Context: an optimization exercise on an open-source flow, tuned for small area and a short achievable clock period. The choices shown serve that exercise and are no tape-out recipe. Where RTL was checked, it was by simulation tests only, not by an equivalence proof against the original. Function not checked in runs 1 and 2: the RTL went through the layout flow alone. Power figures rest on the tool's default switching activity, not on a simulated workload.

<file path="flow/config.mk">
export PLATFORM = sky130hd
export DESIGN_NAME = wb_packer
export DESIGN_NICKNAME = wb_packer
export VERILOG_FILES = /design/flow/design.v
export SDC_FILE = /design/flow/constraint.sdc
export NUM_CORES = 4
export LEC_CHECK = 0
export CAP_MARGIN = 20
export CORE_MARGIN = 2
export CORE_UTILIZATION = 60
export SETUP_SLACK_MARGIN = 2.6
export SLEW_MARGIN = 20
</file>
<file path="flow/constraint.sdc">
create_clock -name core_clock -period 5.0 [get_ports {clk}]
set_input_delay 1.0000 -clock core_clock [delete_from_list [all_inputs] [get_ports {clk}]]
set_output_delay 1.0000 -clock core_clock [all_outputs]
set_load 0.01 [all_outputs]
</file>
<file path="flow/design.v">
package wb_packer_pkg;
  localparam int BURST_LEN = 8;
  localparam int HW_W      = 16;
  localparam int DATA_W    = HW_W * BURST_LEN;
  localparam int IDX_W     = $clog2(BURST_LEN);
  localparam int SLOTS     = 16;    
endpackage
module wb_fifo #(
  parameter int SLOTS = 16,
  parameter int LANES = 8,
  parameter int HW_W  = 16
) (
  input  logic                    clk,
  input  logic [SLOTS*LANES-1:0]  we,      
  input  logic [HW_W-1:0]         din,
  input  logic [SLOTS-1:0]        rsel,    
  output logic [LANES*HW_W-1:0]   dout
);
  logic [SLOTS-1:0][LANES-1:0][HW_W-1:0] mem;
  for (genvar j = 0; j < SLOTS; j++) begin : g_slot
    for (genvar l = 0; l < LANES; l++) begin : g_lane
      always_ff @(posedge clk) begin
        if (we[j*LANES+l]) mem[j][l] <= din;
      end
    end
  end
  always_comb begin
    dout = '0;
    for (int j = 0; j < SLOTS; j++)
      dout = dout | ({(LANES*HW_W){rsel[j]}} & mem[j]);
  end
endmodule
module wb_packer #(
  parameter int DEPTH  = 16,
  parameter int ADDR_W = 16
) (
  input  logic              clk,
  input  logic              rst_n,
  input  logic              op_start,
  input  logic [ADDR_W-1:0] base_addr,
  input  logic              output_en,
  input  logic [wb_packer_pkg::HW_W-1:0] output_data,
  input  logic              gemm_finish,
  output logic              wr_valid,
  input  logic              wr_ready,
  output logic [wb_packer_pkg::DATA_W-1:0] wr_data,
  output logic [wb_packer_pkg::BURST_LEN-1:0] wr_strb,
  output logic [ADDR_W-1:0] wr_addr,
  output logic              wr_last,
  output logic              busy,
  output logic              overflow,
  output logic [15:0]       word_count
);
  localparam int NS    = wb_packer_pkg::SLOTS;
  localparam int LANES = wb_packer_pkg::BURST_LEN;
  localparam int HW_W  = wb_packer_pkg::HW_W;
  localparam int DW    = wb_packer_pkg::DATA_W;
  logic            gf_q, flush_pending;
  logic [3:0]      n;           
  logic [2:0]      pm;          
  logic [NS-1:0]   ws;          
  logic [NS-1:0]   rs;          
  logic [4:0]      cnt;         
  logic            full_q;      
  logic            ring_has;    
  logic [NS-1:0]   meta_last;   
  logic [NS-1:0][2:0] meta_m;   
  logic fin_rise, n8, nz, flush_go, push, acc, pop, load, avail, take, go;
  logic [2:0] push_m, head_m;
  logic       head_last;
  logic [LANES-1:0] head_strb;
  assign fin_rise = gemm_finish & ~gf_q;
  assign n8       = n[3];
  assign nz       = |n;
  assign go       = output_en & ~op_start;
  assign flush_go = flush_pending & ~output_en & ~op_start;
  assign push     = (go & n8) | (flush_go & nz);
  assign acc      = push & (~full_q | wr_ready);
  assign pop      = wr_valid & wr_ready;
  assign load     = ~wr_valid | wr_ready;
  assign avail    = ring_has | push;
  assign take     = load & avail;
  assign push_m   = pm;
  always_comb begin
    head_m    = push_m;
    head_last = ~output_en;
    for (int j = 0; j < NS; j++) begin
      if (ring_has && rs[j]) begin
        head_m    = meta_m[j];
        head_last = meta_last[j];
      end
    end
    for (int l = 0; l < LANES; l++)
      head_strb[l] = avail & (3'(l) <= head_m);
  end
  logic [NS*LANES-1:0] we;
  logic [DW-1:0]       rd;
  logic [NS-1:0]       ws_next;    
  assign ws_next = {ws[NS-2:0], ws[NS-1]};
  always_comb begin
    for (int j = 0; j < NS; j++) begin
      we[j*LANES] = (ws[j] & (n == 4'd0)) |
                    (go & n8 & (acc ? ws_next[j] : ws[j]));
      for (int l = 1; l < LANES; l++)
        we[j*LANES+l] = ws[j] & (n == 4'(l));
    end
  end
  wb_fifo #(.SLOTS(NS), .LANES(LANES), .HW_W(HW_W)) u_fifo (
    .clk  (clk),
    .we   (we),
    .din  (output_data),
    .rsel (rs),
    .dout (rd)
  );
  always_ff @(posedge clk) begin
    for (int j = 0; j < NS; j++) begin
      if (ws[j]) begin
        meta_m[j]    <= push_m;
        meta_last[j] <= ~output_en;
      end
    end
  end
  logic [4:0] cnt_d;
  assign cnt_d = cnt + 5'(acc) - 5'(pop);
  always_ff @(posedge clk or negedge rst_n) begin
    if (!rst_n) begin
      gf_q          <= 1'b0;
      flush_pending <= 1'b0;
      n             <= '0;
      pm            <= 3'd7;
      ws            <= NS'(1);
      rs            <= NS'(1);
      cnt           <= '0;
      full_q        <= 1'b0;
      ring_has      <= 1'b0;
    end else begin
      gf_q <= gemm_finish;
      if (op_start) begin
        n             <= '0;
        pm            <= 3'd7;
        flush_pending <= 1'b0;
      end else if (output_en) begin
        n  <= n8 ? 4'd1 : n + 4'd1;
        pm <= pm + 3'd1;
        if (fin_rise) flush_pending <= 1'b1;
      end else begin
        if (flush_pending) begin
          n  <= '0;
          pm <= 3'd7;
        end
        flush_pending <= fin_rise;
      end
      if (acc)  ws <= ws_next;
      if (take) rs <= {rs[NS-2:0], rs[NS-1]};
      cnt      <= cnt_d;
      full_q   <= cnt_d[4];
      ring_has <= cnt_d > 5'd1;
    end
  end
  logic busy_d, nz_d, fp_d;
  assign nz_d   = ~op_start & (output_en | (nz & ~flush_pending));
  assign fp_d   = ~op_start & (output_en ? (flush_pending | fin_rise) : fin_rise);
  assign busy_d = nz_d | fp_d | (load ? avail : wr_valid);
  always_ff @(posedge clk or negedge rst_n) begin
    if (!rst_n) begin
      wr_valid <= 1'b0;
      wr_data  <= '0;
      wr_strb  <= '0;
      wr_last  <= 1'b0;
      busy     <= 1'b0;
    end else begin
      busy <= busy_d;
      if (load) begin
        wr_valid <= avail;
        wr_strb  <= head_strb;
        wr_last  <= avail & head_last;
        for (int l = 0; l < LANES; l++)
          wr_data[l*HW_W +: HW_W] <= head_strb[l] ? rd[l*HW_W +: HW_W] : '0;
      end
    end
  end
  always_ff @(posedge clk or negedge rst_n) begin
    if (!rst_n) begin
      wr_addr    <= '0;
      word_count <= '0;
      overflow   <= 1'b0;
    end else if (op_start) begin
      wr_addr    <= base_addr;
      word_count <= '0;
      overflow   <= 1'b0;
    end else begin
      if (pop) begin
        wr_addr <= wr_addr + 1'b1;
        if (word_count != 16'hFFFF) word_count <= word_count + 1'b1;
      end
      if (push && full_q && !wr_ready) overflow <= 1'b1;
    end
  end
endmodule
</file>
<file path="flow/run.sh">
#!/bin/bash
# synth_recipe.tcl (not shown) runs the flow's synth.tcl, then flattens the netlist and writes it again
# the make line also repeats each setting of config.mk as NAME=value (left out here)
make -C /OpenROAD-flow-scripts/flow DESIGN_CONFIG=/design/flow/config.mk WORK_HOME=/design/flow/orfs CLKGATE_MAP_FILE= SYNTH_SCRIPT=/design/flow/synth_recipe.tcl finish
</file>
==> results.sh, run 1 <==
export IMPL_outcome="complete, but fails checks"
export IMPL_failed_checks="antenna violations"
export IMPL_end_kind="register"
export IMPL_power_share_sequential_pct=36.8
export IMPL_drt_iter0_drc=8007
export IMPL_ioPinCount=210
export IMPL_clockRootBuffer="clkbuf_16"
export IMPL_p_per_area_nw_per_um2=589
export IMPL_seq_area_sq_um=69000
export IMPL_viasPerCell=7.12
export IMPL_antenna_found_initial=11
export IMPL_io_buffers=209
export IMPL_switching_share_pct=34.4
export IMPL_grt_remaining_overflow=0
export IMPL_clk_pin_slew_ps=60
export IMPL_power_leakage_nw=34.9
export IMPL_avgSynthCellArea_sq_um=17.5
export IMPL_start_util_pct=60.5
export IMPL_rows=138
export IMPL_vias=53819
export IMPL_nNetsFinal=5508
export IMPL_layout_min_cycle_time_ps=2720
export IMPL_hold_viol_final=0
export IMPL_drive_gt1_share_pct=23.5
export IMPL_comb_power_share_pct=36.1
export IMPL_rr_startpoint="n[2]"
export IMPL_clkLatencyLatePin_ps=850
export IMPL_ys_ff_latch=2331
export IMPL_p_total_mw=60.4
export IMPL_fp_dieH_microns=382
export IMPL_final_common_cell="edfxtp_1"
export IMPL_ys_seq_area_share_pct=80.5
export IMPL_dp_slack_ps=547
export IMPL_instances_no_fill=7561
export IMPL_die_x_microns=382
export IMPL_synth_cell_types=71
export IMPL_postLayoutCellArea_sq_um=103000
export IMPL_mostFrequentLayoutCells="edfxtp_1, a22oi_1, buf_4"
export IMPL_p_int_mw=39.6
export IMPL_r2r_end="ring_has"
export IMPL_setup_tns_final_ps=0
export IMPL_gp_congestion=0.778
export IMPL_clock_sinks=2331
export IMPL_grt_pass1_vias=50962
export IMPL_async_flop_share_pct=9.40
export IMPL_p_clk_share_pct=27.1
export IMPL_drc=0
export IMPL_dieArea_sq_um=146000
export IMPL_hold_slack_ps=71.2
export IMPL_fill_cells=8723
export IMPL_rrSetupSlack_ps=2280
export IMPL_cts_buffers_inserted=223
export IMPL_multi_input_area_sq_um=17100
export IMPL_drtPass1Iterations=6
export IMPL_setup_ws_ps=2280
export IMPL_grt_max_degree=89
export IMPL_fin_crit_sh_pct=54.4
export IMPL_wire_per_inst_microns=36.4
export IMPL_cp_start_kind="register"
export IMPL_drv_cap=0
export IMPL_synth_cells=4882
export IMPL_finalSetupViolations=0
export IMPL_ant_nets=2
export IMPL_syn_nets=4933
export IMPL_worstSetupPathType="register to register"
export IMPL_netlist_area_sq_um=85600
export IMPL_post_dp_hpwl_microns=126000
export IMPL_tightest_slew_ps=1110
export IMPL_clock_path_buffers=3
export IMPL_synth_largest_area_cell="edfxtp_1"
export IMPL_clock_skew_ps=38.7
export IMPL_ys_flop_type="edfxtp_1"
export IMPL_post_dp_cell_area_sq_um=90300
export IMPL_cp_max_fo=7
export IMPL_ff2ff_path_depth=14
export IMPL_peakVddDrop_uv=597
export IMPL_max_freq_ghz=0.367
export IMPL_cp_required_ps=5710
export IMPL_min_path_type="primary input to async pin"
export IMPL_rsz0062_at_grt="yes"
export IMPL_yosysWarnings=2
export IMPL_p_sw_mw=20.8
export IMPL_synth_area_leaders="edfxtp_1, dfrtp_1, a22oi_1"
export IMPL_grt_pass1_wl_microns=378000
export IMPL_maxSlewHeadroom_pct=26.3
export IMPL_place_inst=6801
export IMPL_synth_edf_count=2112
export IMPL_critical_path_arrival_ps=3430
export IMPL_track_usage_pct=36.8
export IMPL_htree_levels=4
export IMPL_wl_microns=275000
export IMPL_fin_util_pct=72.4
export IMPL_area_delta_synth_final_pct=19.7
export IMPL_synth_top_area_share_pct=74.0
export IMPL_core_area_sq_um=142000
export IMPL_cts_tree="yes"
export IMPL_final_max_slew_violation_count=0
[sequential cells by signal, summed over array words and instances (netlist names), 3 cells and up]
name	flops
meta_last	16
pm	3
cnt	5
u_fifo.mem	2048
wr_data	128
word_count	16
ws	16
wr_strb	8
wr_addr	16
rs	16
meta_m	48
n	4
[critical path, cell delays in order (launching register included)]
cell	delay, ps
dfrtp_2	500
nand2b_4	190
a21oi_4	60
nor4_4	180
inv_2	110
ha_4	230
inv_2	60
ha_4	120
inv_2	40
fa_2	350
inv_2	60
a21o_1	120
a21oi_2	60
xnor2_1	130
or4_1	390
[timing repair]
action	in CTS	in global routing
setup buffers	225	60
hold buffers	0	0
gates cloned	22	14
resized for setup	1002	225
pin swaps	71	75
endpoints found under the setup margin	1803	646
[cell type report]
| class | instances | area share, % |
|---|---|---|
| antenna | 18 | 0.0439 |
| timing repair buffer | 689 | 6.66 |
| sequential | 2331 | 67.3 |
| tap | 1890 | 2.31 |
| clock inverter | 100 | 0.795 |
| clock buffer | 321 | 6.09 |
| timing repair inverter | 1 | 0.00488 |
| inverter | 24 | 0.0928 |
| multi-input combinational | 2187 | 16.7 |
[cell families after synthesis]
family	Yosys count	share of synthesized area, %
DFF	2331	80.5
and+or+nand+nor	758	4.51
adders and majority gates	13	0.199
muxes	20	0.259
AOI/OAI and AO/OA	1351	12.5
buffers and inverters	374	1.72
xor gates and xnor gates	35	0.358
[power by group through the flow]
stage          clock (mW)  combinational, mW  sequential [mW]
2_1_floorplan           0               7.25             22.5
3_3_place_gp            0               12.1             23.2
3_5_place_dp            0               12.4             23.2
4_1_cts              16.4               17.3             22.2
5_1_grt              17.2               22.4             22.2
6_report             16.3               21.8             22.2
[worst max path at each step]
| stage | startpoint | end | slack (ps) |
|---|---|---|---|
| after floorplan | op_start | ring_has | 1620 |
| after CTS | n[2] | ring_has | 2200 |
| after detailed placement | output_en | ring_has | 550 |
| after global routing | n[1] | ring_has | 2190 |
| final | n[2] | ring_has | 2280 |
| after global placement | output_en | ring_has | 590 |
[layer usage]
metal / GRT usage, % / vias up / part of all wire [%]
met3: 7.67 / 655 / 12
met4: 12.5 / 12 / 3.8
met2: 57.8 / 3902 / 47
li1: - / 21418 / -
met5: 0 / - / 0.029
met1: 52.0 / 27832 / 37
[synth_stat cells, drive strengths merged, types with 20 or more instances]
master,number
edfxtp,2112
nor2,81
o31ai,71
nand4,120
a22o,317
nand3,147
a22oi,427
inv,23
o21ai,99
buf,113
a31oi,20
and3,112
a221oi,305
clkbuf,237
a21oi,41
nand2,229
dfrtp,214
==> inputs of run 2 (changes only) <==
--- a/flow/config.mk
+++ b/flow/config.mk
@@ -8,5 +8,4 @@
 export CAP_MARGIN = 20
 export CORE_MARGIN = 2
 export CORE_UTILIZATION = 60
-export SETUP_SLACK_MARGIN = 2.6
 export SLEW_MARGIN = 20
==> run 2 against run 1 <==
The run now finishes clean. Setup slack got worse by 1400 ps. Worst hold slack improved by 41 ps. Sequential power rose by 3%. Utilization fell by 3.5 points. Critical endpoint is now wr_data[75]. Highest routed layer is now met4.
==> results.sh, run 2 <==
export IMPL_grt_pass1_vias=49009
export IMPL_setup_tns_final_ps=0
export IMPL_clk_pin_slew_ps=60
export IMPL_ys_flop_type="edfxtp_1"
export IMPL_synth_cell_types=71
export IMPL_p_int_mw=35.1
export IMPL_cp_required_ps=5700
export IMPL_outcome="no timing/DRC/antenna violations"
export IMPL_cp_max_fo=48
export IMPL_yosysMostFrequentCell="edfxtp_1"
export IMPL_largest_reg_flops=2048
export IMPL_area_delta_synth_final_pct=13.9
export IMPL_clock_skew_ps=20.4
export IMPL_finalSetupViolations=0
export IMPL_cp_start_kind="register"
export IMPL_wl_microns=252000
export IMPL_ff2ff_path_depth=7
export IMPL_rsz0062_at_grt="no"
export IMPL_final_common_cell="edfxtp_1"
export IMPL_ys_ff_latch=2331
export IMPL_critical_path_arrival_ps=4790
export IMPL_avgSynthCellArea_sq_um=17.5
export IMPL_ant_nets=0
export IMPL_clkLatencyLatePin_ps=850
export IMPL_viasPerCell=6.98
export IMPL_yosysWarnings=2
export IMPL_nNetsFinal=5208
export IMPL_wire_per_inst_microns=34.7
export IMPL_cts_tree="yes"
export IMPL_min_path_type="primary input to async pin"
export IMPL_switching_share_pct=31.7
export IMPL_clock_path_buffers=3
export IMPL_core_area_sq_um=142000
export IMPL_io_buffers=209
export IMPL_synth_area_leaders="edfxtp_1, dfrtp_1, a22oi_1"
export IMPL_fin_crit_sh_pct=81.9
export IMPL_comb_power_share_pct=24.0
export IMPL_ys_seq_area_share_pct=80.5
export IMPL_cts_hold_repair_buffers=0
export IMPL_synth_edf_count=2112
export IMPL_synth_common_cells="edfxtp_1, a22oi_1, a22o_1"
export IMPL_dieArea_sq_um=146000
export IMPL_r2r_end="wr_data[75]"
export IMPL_p_per_area_nw_per_um2=526
export IMPL_clock_sinks=2331
export IMPL_p_sw_mw=16.3
export IMPL_dp_slack_ps=784
export IMPL_cp_endpoint="wr_data[75]"
export IMPL_grt_pass1_wl_microns=356000
export IMPL_async_flop_share_pct=9.40
export IMPL_vias=50621
export IMPL_worstSetupPathType="register to register"
export IMPL_p_clk_share_pct=31.7
export IMPL_drtPass1Iterations=6
export IMPL_maxSlewHeadroom_pct=19.2
export IMPL_hold_slack_ps=112
export IMPL_power_leakage_nw=32.1
export IMPL_rows=138
export IMPL_post_dp_hpwl_microns=127000
export IMPL_syn_nets=4933
export IMPL_regMostFlops="u_fifo.mem"
export IMPL_synth_top_area_share_pct=74.0
export IMPL_htree_levels=4
export IMPL_drive_gt1_share_pct=11.5
export IMPL_crit_path_start="rs[0]"
export IMPL_tightest_slew_ps=1210
export IMPL_synth_cells=4882
export IMPL_layout_min_cycle_time_ps=4090
export IMPL_clockRootBuffer="clkbuf_16"
export IMPL_ioPinCount=210
export IMPL_netlist_area_sq_um=85600
export IMPL_antenna_found_initial=3
export IMPL_track_usage_pct=34.4
export IMPL_hold_viol_final=0
export IMPL_peakVddDrop_uv=830
export IMPL_cts_buffers_inserted=222
export IMPL_top_regs="u_fifo.mem x2048, wr_data x128, meta_m x48"
export IMPL_fin_util_pct=68.9
export IMPL_final_max_slew_violation_count=0
export IMPL_start_util_pct=60.5
export IMPL_gp_congestion=0.804
export IMPL_max_freq_ghz=0.244
export IMPL_fp_dieH_microns=382
export IMPL_grt_max_degree=119
export IMPL_grt_remaining_overflow=0
export IMPL_power_share_sequential_pct=44.3
export IMPL_mostFrequentLayoutCells="edfxtp_1, a22oi_1, a22o_1"
export IMPL_synth_largest_area_cell="edfxtp_1"
export IMPL_end_kind="register"
export IMPL_drc=0
export IMPL_rr_startpoint="rs[0]"
export IMPL_rrSetupSlack_ps=910
export IMPL_die_x_microns=382
export IMPL_drt_iter0_drc=6633
export IMPL_setup_ws_ps=905
export IMPL_drv_cap=0
export IMPL_cts_setup_buffers=0
export IMPL_cts_repair_resized=0
## run 2: cell types whose count changed in the layout (fill, tap and decap cells not counted), moves of 26 or more
cell and change:
and3_1 +26, buf_12 -53, buf_2 -133, buf_4 -154, buf_6 -68, clkdlybuf4s50_1 +174, o21ai_0 +33, o21ai_2 -28
o31ai_1 +63, o31ai_4 -44
## run 2: per-stage QoR
stage | cells | area [sq um] | power (mW)
finish | 7252 | 97500 | 51.3
floorplan | 4882 | 85600 | 29.7
CTS | 7241 | 97400 | 51.4
global route | 7243 | 97500 | 53.0
global placement | 6819 | 90300 | 35.2
detailed placement | 6821 | 90400 | 35.3
## run 2: worst min path at each step
stage | startpoint | endpoint | slack [ps] | cells past startpoint
5_1_grt | rst_n | wr_data[25] | 160 | 1
4_1_cts | rst_n | wr_data[25] | 150 | 1
3_3_place_gp | wr_data[96] | wr_data[96] | 460 | 2
6_report | rst_n | wr_data[18] | 110 | 1
3_5_place_dp | wr_data[84] | wr_data[84] | 470 | 2
2_1_floorplan | cnt[0] | cnt[0] | 460 | 1
## run 2: area by class of cell
class | instances | area [sq um]
sequential | 2331 | 69000
inverter | 24 | 90.1
multi-input combinational | 2177 | 15400
clock buffer | 342 | 6350
clock inverter | 78 | 674
tap | 1890 | 2360
fill | 9411 | 44100
antenna | 9 | 22.5
timing repair buffer | 401 | 3670
## run 2: routing by layer
metal,vias up,GRT usage (%),share of wire (%)
met5,-,0,0
met4,0,8.81,2.4
met3,410,5.68,10
met2,3074,54.6,48
met1,26396,50.3,40
li1,20741,-,-
## run 2: cells by family after synthesis
kind of cell | after synthesis | synth area share (%)
flip-flops | 2331 | 80.5
adder cells (fa/ha/maj) | 13 | 0.199
buffers and inverters | 374 | 1.72
multiplexers | 20 | 0.259
AO/OA/AOI/OAI | 1351 | 12.5
XOR/XNOR | 35 | 0.358
AND/OR/NAND/NOR | 758 | 4.51
## run 2: power by group through the flow
stage / clock [mW] / combinational, mW / sequential, mW
2_1_floorplan: 0 / 7.21 / 22.5
3_3_place_gp: 0 / 12.0 / 23.1
3_5_place_dp: 0 / 12.2 / 23.1
4_1_cts: 16.4 / 12.2 / 22.7
5_1_grt: 17.1 / 13.1 / 22.8
6_report: 16.3 / 12.3 / 22.8
## run 2: worst max-delay path: stages, from the launching register on
cell and delay (ps):
dfstp_4 1050, buf_4 890, nor2b_1 100, a31oi_1 180, o21ai_0 320, a31oi_4 800
buf_4 420, o31ai_1 130
==> inputs of run 3 (changes only) <==
--- a/flow/design.v
+++ b/flow/design.v
@@ -57,7 +57,6 @@
   localparam int DW    = wb_packer_pkg::DATA_W;
   logic            gf_q, flush_pending;
   logic [3:0]      n;           
-  logic [2:0]      pm;          
   logic [NS-1:0]   ws;          
   logic [NS-1:0]   rs;          
   logic [4:0]      cnt;         
@@ -80,7 +79,7 @@
   assign load     = ~wr_valid | wr_ready;
   assign avail    = ring_has | push;
   assign take     = load & avail;
-  assign push_m   = pm;
+  assign push_m   = 3'(n - 4'd1);
   always_comb begin
     head_m    = push_m;
     head_last = ~output_en;
@@ -127,7 +126,6 @@
       gf_q          <= 1'b0;
       flush_pending <= 1'b0;
       n             <= '0;
-      pm            <= 3'd7;
       ws            <= NS'(1);
       rs            <= NS'(1);
       cnt           <= '0;
@@ -137,17 +135,12 @@
       gf_q <= gemm_finish;
       if (op_start) begin
         n             <= '0;
-        pm            <= 3'd7;
         flush_pending <= 1'b0;
       end else if (output_en) begin
-        n  <= n8 ? 4'd1 : n + 4'd1;
-        pm <= pm + 3'd1;
+        n <= n8 ? 4'd1 : n + 4'd1;
         if (fin_rise) flush_pending <= 1'b1;
       end else begin
-        if (flush_pending) begin
-          n  <= '0;
-          pm <= 3'd7;
-        end
+        if (flush_pending) n <= '0;
         flush_pending <= fin_rise;
       end
       if (acc)  ws <= ws_next;
--- a/flow/config.mk
+++ b/flow/config.mk
@@ -7,5 +7,5 @@
 export LEC_CHECK = 0
 export CAP_MARGIN = 20
 export CORE_MARGIN = 2
-export CORE_UTILIZATION = 60
+export CORE_UTILIZATION = 40
 export SLEW_MARGIN = 20
==> run 3 against run 2 <==
Still clean. Register-to-register slack worse by 330 ps. Die area increased by 48%. Count of clock-buffer cells in the layout down 37. Flip-flop and latch count decreased by 3. Worst hold slack better by 61 ps. Global-route usage down 12 points. Synthesized cell count decreased by 0.78%. Non-clock buffer count down 13. Final cell count is 12% higher. Clock skew up 34 ps. Sequential share of layout area shrank 0.38 points.
==> results.sh, run 3 <==
export IMPL_ant_nets=0
export IMPL_layout_min_cycle_time_ps=4430
export IMPL_end_kind="register"
export IMPL_clkLatencyLatePin_ps=910
export IMPL_die_x_microns=465
export IMPL_rr_startpoint="n[0]"
export IMPL_final_common_cell="edfxtp_1"
export IMPL_cp_slowest_cell="ha_1"
export IMPL_critPathMostFrequentCell="buf_4"
export IMPL_ys_ff_latch=2328
export IMPL_final_max_slew_violation_count=0
export IMPL_cp_slowest_stage_delay_ps=690
export IMPL_regMostFlops="u_fifo.mem"
export IMPL_setup_tns_final_ps=0
export IMPL_viasPerCell=6.07
export IMPL_synth_top_area_share_pct=74.7
export IMPL_p_total_mw=53.5
export IMPL_cts_tree="yes"
export IMPL_top_regs="u_fifo.mem x2048, wr_data x128, meta_m x48"
export IMPL_tightest_slew_ps=1230
export IMPL_synth_common_cells="edfxtp_1, a22oi_1, a22o_1"
export IMPL_rsz0062_at_grt="no"
export IMPL_clk_pin_slew_ps=60
export IMPL_cp_required_ps=5780
export IMPL_p_per_area_nw_per_um2=546
export IMPL_muxShareOfSynthArea_pct=0.392
export IMPL_wl_microns=252000
export IMPL_synth_largest_area_cell="edfxtp_1"
export IMPL_drv_cap=0
export IMPL_mostFrequentLayoutCells="edfxtp_1, a22oi_1, a22o_1"
export IMPL_yosysMostFrequentCell="edfxtp_1"
export IMPL_hold_slack_ps=173
export IMPL_hold_viol_final=0
export IMPL_track_usage_pct=22.7
export IMPL_yosysWarnings=2
export IMPL_min_path_type="primary input to async pin"
export IMPL_largest_reg_flops=2048
export IMPL_power_leakage_nw=32.1
export IMPL_r2r_end="wr_data[118]"
export IMPL_io_buffers=209
export IMPL_outcome="no timing/DRC/antenna violations"
export IMPL_start_util_pct=40.1
export IMPL_core_area_sq_um=211000
export IMPL_grt_max_degree=114
export IMPL_wire_per_inst_microns=30.9
export IMPL_cts_setup_buffers=0
export IMPL_ioPinCount=210
export IMPL_post_dp_hpwl_microns=132000
export IMPL_area_delta_synth_final_pct=15.4
export IMPL_drc=0
export IMPL_synth_compound_area_share_pct=11.9
export IMPL_synth_cells=4844
export IMPL_cts_repair_resized=0
export IMPL_nNetsFinal=5182
export IMPL_synth_area_leaders="edfxtp_1, dfrtp_1, a22oi_1"
export IMPL_maxSlewHeadroom_pct=17.8
export IMPL_rows=169
export IMPL_fill_cells=18018
export IMPL_critical_path_arrival_ps=5210
export IMPL_fin_crit_sh_pct=88.6
export IMPL_cts_hold_repair_buffers=0
export IMPL_cts_buffers_inserted=224
export IMPL_cp_start_kind="register"
export IMPL_peakVddDrop_uv=597
export IMPL_synth_top_family_by_area="compound AO/OA/AOI/OAI gates"
export IMPL_synth_cell_types=68
export IMPL_avgSynthCellArea_sq_um=17.5
export IMPL_clock_skew_ps=54.8
export IMPL_drt_iter0_drc=6557
export IMPL_htree_levels=4
export IMPL_gp_congestion=0.824
export IMPL_max_freq_ghz=0.226
export IMPL_finalSetupViolations=0
export IMPL_grt_pass1_wl_microns=355000
export IMPL_clockRootBuffer="clkbuf_16"
export IMPL_synthAdderAreaFrac_pct=0.186
export IMPL_clock_sinks=2328
export IMPL_synth_simple_area_share_pct=4.44
export IMPL_clock_path_buffers=3
export IMPL_path_cells="inv_1, ha_1, xor2_1, buf_4, a221o_1, a32o_1, a221oi_2, nor2_2, nand2_2, buf_4, o31ai_1"
export IMPL_antenna_found_initial=15
export IMPL_dieArea_sq_um=216000
export IMPL_netlist_area_sq_um=84900
export IMPL_ff2ff_path_depth=11
export IMPL_async_flop_share_pct=9.28
export IMPL_ys_flop_type="edfxtp_1"
export IMPL_ys_seq_area_share_pct=81.1
export IMPL_grt_remaining_overflow=0
export IMPL_fp_dieH_microns=465
export IMPL_syn_nets=4894
export IMPL_vias=49513
export IMPL_drive_gt1_share_pct=12.1
export IMPL_synth_edf_count=2112
export IMPL_cp_max_fo=20
export IMPL_drtPass1Iterations=8
export IMPL_grt_pass1_vias=48248
export IMPL_post_synth_xor_area_fraction_pct=0.351
export IMPL_rrSetupSlack_ps=570
export IMPL_worstSetupPathType="register to register"
[run 3: cell types whose count changed in the layout (fill, tap and decap cells not counted), sizes merged, moves of 44 or more]
cell	previous run	this run
nand4	120	59
a221oi	305	232
o31ai	71	22
o21ai	99	160
a22o	317	242
nand2	229	185
nor2	81	148
a22oi	427	580
nand3	147	216
[run 3: worst max-delay path by stage]
stage,startpoint,to,slack (ps),cells after the start
final,n[0],wr_data[118],570,11
after floorplan,output_en,ring_has,1150,16
after CTS,n[0],wr_data[116],690,11
after global routing,n[0],wr_data[118],280,11
after detailed placement,n[0],wr_data[113],680,11
after global placement,output_en,ring_has,720,17
[run 3: critical path, delay by kind of cell, from the launching register on]
family                     cells  cell delay (ps)
DFF                            1              460
AOI/OAI and AO/OA              4              670
xor gates and xnor gates       1              220
buffers and inverters          3             1090
adders and majority gates      1              690
and+or+nand+nor                2             1200
[run 3: area by class of cell]
cell class | instances | area [sq um] | share of cell area (%)
well taps | 2821 | 3530 | 3.60
multi-input cells | 2158 | 14700 | 15.0
repair buffers | 388 | 3470 | 3.54
flip-flops and latches | 2328 | 68900 | 70.3
diodes | 6 | 15.0 | 0.0153
clock inverters | 117 | 1030 | 1.05
clock buffers | 305 | 6160 | 6.29
inverters | 32 | 120 | 0.123
[run 3: per-layer routing]
metal / track usage, % / up-vias / routed length (microns)
li1: - / 20417 / -
met3: 3.63 / 406 / 22800
met2: 36.7 / 2683 / 120000
met4: 7.12 / 2 / 7180
met1: 31.6 / 26005 / 101000
met5: 0 / - / 8
[run 3: per-stage QoR]
step	instance area, sq um	worst slack (ps)	util (%)	instances
5_1_grt	97900	283	46.3	8150
6_report	97900	571	46.3	8155
3_3_place_gp	90700	722	42.9	7727
4_1_cts	97900	689	46.3	8149
2_1_floorplan	84900	1150	-	4844
3_5_place_dp	90700	681	42.9	7727
[run 3: logic make-up after synthesis]
kind of cell | Yosys count
flops | 2328
buf+inv | 358
xor+xnor | 34
compound gates | 1307
fa+ha+maj | 12
simple gates | 775
mux | 30
[run 3: report_power, final]
part           switching, mW  total, mW  internal (mW)
Sequential              1.52       23.4           21.9
Clock                   7.30       16.5           9.18
Combinational           8.78       13.6           4.80
Total                   17.6       53.5           35.9

afterwards: timing with drivers on the ports:
How much do the figures lean on ideal ports? The routed layouts below were timed once more, with nothing changed but the port constraints. Step 1 (the two cells are an assumption about what drives the block):
set clk [get_ports {clk}]
set_driving_cell -lib_cell sky130_fd_sc_hd__clkbuf_16 $clk
set_driving_cell -lib_cell sky130_fd_sc_hd__buf_2 [delete_from_list [all_inputs] $clk]
Step 2 also shifts input and output timing later by t, the mid clock arrival at the registers, as if the neighbouring blocks saw the same clock. a / b / c = ideal / step 1 / step 2; a / b = the first two.
run | shift t [ns] | setup WS [ns] | worst setup path at the end | clock arrival spread, ns | worst register clock-pin slew, ns
run 1 | 0.923 | 2.279 / 2.279 / 1.412 | input to register | 0.039 / 0.039 | 0.07 / 0.07
run 2 | 0.915 | 0.905 / 0.905 / 0.712 | input to register | 0.025 / 0.025 | 0.07 / 0.07
run 3 | 0.956 | 0.571 / 0.571 / 0.571 | register to register | 0.058 / 0.058 | 0.07 / 0.07
For run 1, which loses most, drivers alone change the setup slack by 0.000 ns; drivers and shift together by -0.867 ns.
